What follows belongs to an exercise in optimizing a design on an open flow for small area, a short achievable clock period and few clock cycles per item; a production flow would make more cautious choices.
At most, simulation tests tie the RTL to the original design; equivalence was not proved.

==> build 2: inputs <==
==> flow/design.v (excerpt) <==
module samplerz_top (
  input  logic               clk,
  input  logic               rst_n_i,
  input  logic               start_i,
  input  logic [31:0]        mu_i,
  input  logic [15:0]        inv_sigma_prime_i,
  input  logic [15:0]        inv_sigma_sqr_div_2_i,
  input  logic               falcon_type_i,
  input  logic               rand_val_i,
  input  logic [23:0]        rand_cdt_i,
  input  logic               rand_b_i,
  input  logic [7:0]         rand_8_i,
  output logic               dout_val_o,
  output logic signed [15:0] w_o,
  output logic               request_rand_o,
  output logic               busy_o
);
  logic        busy_q;
  logic        ph1_q, ph2_q;    
  logic        take_job;
  logic        hit, acc;
  logic        v1_q, v2_q, v3_q;
  assign busy_o   = busy_q;
  assign take_job = start_i & ~busy_q;
  always_ff @(posedge clk) begin
    if (!rst_n_i) begin
      busy_q         <= 1'b0;
      ph1_q          <= 1'b0;
      ph2_q          <= 1'b0;
      v1_q           <= 1'b0;
      v2_q           <= 1'b0;
      v3_q           <= 1'b0;
      dout_val_o     <= 1'b0;
      request_rand_o <= 1'b0;
    end else begin
      busy_q         <= busy_q ? ~hit : start_i;
      ph1_q          <= take_job;
      ph2_q          <= ph1_q;
      v1_q           <= rand_val_i & busy_q & ~hit;
      v2_q           <= v1_q & ~hit;
      v3_q           <= v2_q & ~hit;
      dout_val_o     <= hit;
      request_rand_o <= v3_q & ~acc;
    end
  end
  logic [15:0] r_q, fmu_q, isq_q, r2_q;   
  logic        ft_q;
  always_ff @(posedge clk) begin
    if (take_job) begin
      r_q   <= mu_i[15:0];
      fmu_q <= mu_i[31:16];
      isq_q <= inv_sigma_sqr_div_2_i;
      ft_q  <= falcon_type_i;
    end
  end
  logic [9:0] th;
  logic [3:0] z0_cnt;
  logic [3:0] m_1;    
  logic       b_1;
  logic [7:0] r8_1;
  assign th[0] = rand_cdt_i < 24'd10745844;
  assign th[1] = rand_cdt_i < 24'd5559083;
  assign th[2] = rand_cdt_i < 24'd2260429;
  assign th[3] = rand_cdt_i < 24'd708981;
  assign th[4] = rand_cdt_i < 24'd169348;
  assign th[5] = rand_cdt_i < 24'd30538;
  assign th[6] = rand_cdt_i < 24'd4132;
  assign th[7] = rand_cdt_i < 24'd417;
  assign th[8] = rand_cdt_i < 24'd31;
  assign th[9] = rand_cdt_i < 24'd1;
  ...
==> flow/config.mk <==
export PLATFORM = sky130hd
export DESIGN_NAME = samplerz_top
export DESIGN_NICKNAME = samplerz_top
export VERILOG_FILES = /design/flow/design.v
export SDC_FILE = /design/flow/constraint.sdc
export NUM_CORES = 4
export LEC_CHECK = 0
export CAP_MARGIN = 20
export CORE_MARGIN = 2
export CORE_UTILIZATION = 40
export SETUP_SLACK_MARGIN = 5
export SLEW_MARGIN = 20
==> flow/constraint.sdc <==
create_clock -name core_clock -period 11.0 [get_ports {clk}]
set_input_delay 2.2000 -clock core_clock [delete_from_list [all_inputs] [get_ports {clk}]]
set_output_delay 2.2000 -clock core_clock [all_outputs]
set_load 0.01 [all_outputs]
run.sh (not shown) runs the stock make flow with config.mk's settings and CLKGATE_MAP_FILE= SYNTH_SCRIPT=/design/flow/synth_recipe.tcl, a recipe that flattens the netlist after the stock synthesis.
==> inputs of trial 7, as changes to build 2 <==
--- a/flow/config.mk
+++ b/flow/config.mk
@@ -9,3 +9,3 @@
 export CORE_MARGIN = 2
-export CORE_UTILIZATION = 40
+export CORE_UTILIZATION = 65
 export SETUP_SLACK_MARGIN = 5
==> inputs of build 93, as changes to build 2 <==
==> flow/flow/run.sh (new file) <==
#!/bin/bash
# standard synthesis and layout, with the port buffers inserted as buf_1 cells
# (every input and output port still gets its own buffer)
set -euo pipefail
MARGIN=5
bash standard.sh synth > synth.log 2>&1
MK=$(grep '^make ' standard.sh | sed 's/ "\${@:-finish}"$//' | sed "s/SETUP_SLACK_MARGIN=[-0-9.]*/SETUP_SLACK_MARGIN=$MARGIN/")
eval "$MK \"BUFFER_PORTS_ARGS=-buffer_cell sky130_fd_sc_hd__buf_1\" finish" > layout.log 2>&1
bash standard.sh finish > write_def.log 2>&1
==> flow/standard.sh (new file) <==
#!/bin/bash
# synth_recipe.tcl (not shown) runs the flow's synth.tcl, then flattens the netlist and writes it again
# the make line also repeats each setting of config.mk as NAME=value (left out here)
make -C /OpenROAD-flow-scripts/flow DESIGN_CONFIG=/design/flow/config.mk WORK_HOME=/design/flow/orfs CLKGATE_MAP_FILE= SYNTH_SCRIPT=/design/flow/synth_recipe.tcl "${@:-finish}"
removed: flow/run.sh
==> run notes <==
- Build 93 produced a clean layout. Trial 7 finished clean. Build 2 passed the timing, design-rule and antenna checks.
- Count of clock-buffer cells in the layout is the same in build 2 and build 93.
- In clock skew, build 2 and trial 7 hardly differ.
- Global-route usage: build 93 is lower than build 2 (0.69 points).
- Synthesized area is the same in build 2 and build 93.
- In final cell count, build 2 and build 93 hardly differ.
- Core utilization, highest first: trial 7, build 2, build 93.
- Routed wire length: build 2 is larger than trial 7 (about 7%).
- Between build 93 and trial 7, the lower sequential share of layout area is in build 93 (gap 0.077 points).
- In trial 7 the die area is smaller than in build 2, by about 40%.
No functional check of the RTL was part of any run of this note.


==> v3 <==
Another version of the RTL of samplerz_top (not shown whole).
export LEC_CHECK = 0
export CAP_MARGIN = 20
export CORE_MARGIN = 2
export CORE_UTILIZATION = 40
export SETUP_SLACK_MARGIN = 5
export SLEW_MARGIN = 20
create_clock -name core_clock -period 11.0 [get_ports {clk}]
Stock flow here: none of the scripts above is used.
==> v37: changes against v3 <==
Settings changed: SETUP_SLACK_MARGIN 5 to 3.
==> comparison table <==
	v37	v3
Antenna Cells	1	0
Total stage count of the critical path	20	18
Fin nets	3115	3144
Flop-to-flop setup slack	4.30 ns	5.14 ns
Total vias in the final route	17900	18180
Multi-input gate share of total cell area	0.6149	0.6043
Placed inst area	0.02523 sq mm	0.02526 sq mm
Synthesis-to-finish area growth	12.05%	15.90%
Routed len/inst	19.56 um	20.00 um
Least setup slack across all paths after layout	4.296 ns	5.137 ns
Post-layout instance area	0.02615 sq mm	0.02705 sq mm
Peak Freq	149.2 MHz	170.5 MHz
R2r startpoint	one_q[7]$_DFF_P_	neg_q[0]$_DFF_P_
Timing startpoint of the critical path	one_q[7]$_DFF_P_	neg_q[0]$_DFF_P_
Sum of met2 wire segment lengths after detailed routing	31190 um	31800 um
Worst Hold Endpoint	z0_3[0]$_DFF_P_	r8_3[1]$_DFF_P_
Status	finished clean	finished clean
Layout clock area frac	0.03488	0.03654
Number of global-route vias before repair	18860	19190
Testbench counts of v3, summed over its fixed seeds: cycles 13,624, samples 2,400.
Testbench counts of v37, summed over its fixed seeds: cycles 13,624, samples 2,400.

==> separate check: timing with driven ports <==
The results above use ideal ports. As a check the final layouts listed here were re-extracted and re-timed, cells and wires unchanged. Step 1 assumes that a clkbuf_16 drives the clock port and a buf_2 every other input. Step 2, shift: input delay + t, output delay - t, t = (earliest + latest rising clock arrival at the registers) / 2. This alone moves slack from input paths to output paths. a / b / c = ideal / step 1 / step 2; a / b = the first two.
| run | t, ns | setup WS [ns] | worst setup path after step 2 | latest minus earliest clock arrival (ns) |
|---|---|---|---|---|
| build 2 | 0.550 | 5.114 / 5.114 / 4.769 | input to register | 0.023 / 0.023 |
| trial 7 | 0.518 | 5.054 / 5.054 / 4.771 | input to register | 0.020 / 0.020 |
| build 93 | 0.552 | 5.206 / 5.206 / 5.206 | register to register | 0.021 / 0.022 |
| v3 | 0.618 | 5.137 / 5.137 / 5.137 | register to register | 0.022 / 0.022 |
| v37 | 0.623 | 4.296 / 4.296 / 4.296 | register to register | 0.021 / 0.021 |
After both steps setup and hold are still met in every run listed. The setup slack of build 2, which loses most, moves by 0.000 ns with the drivers and by -0.345 ns with both steps.
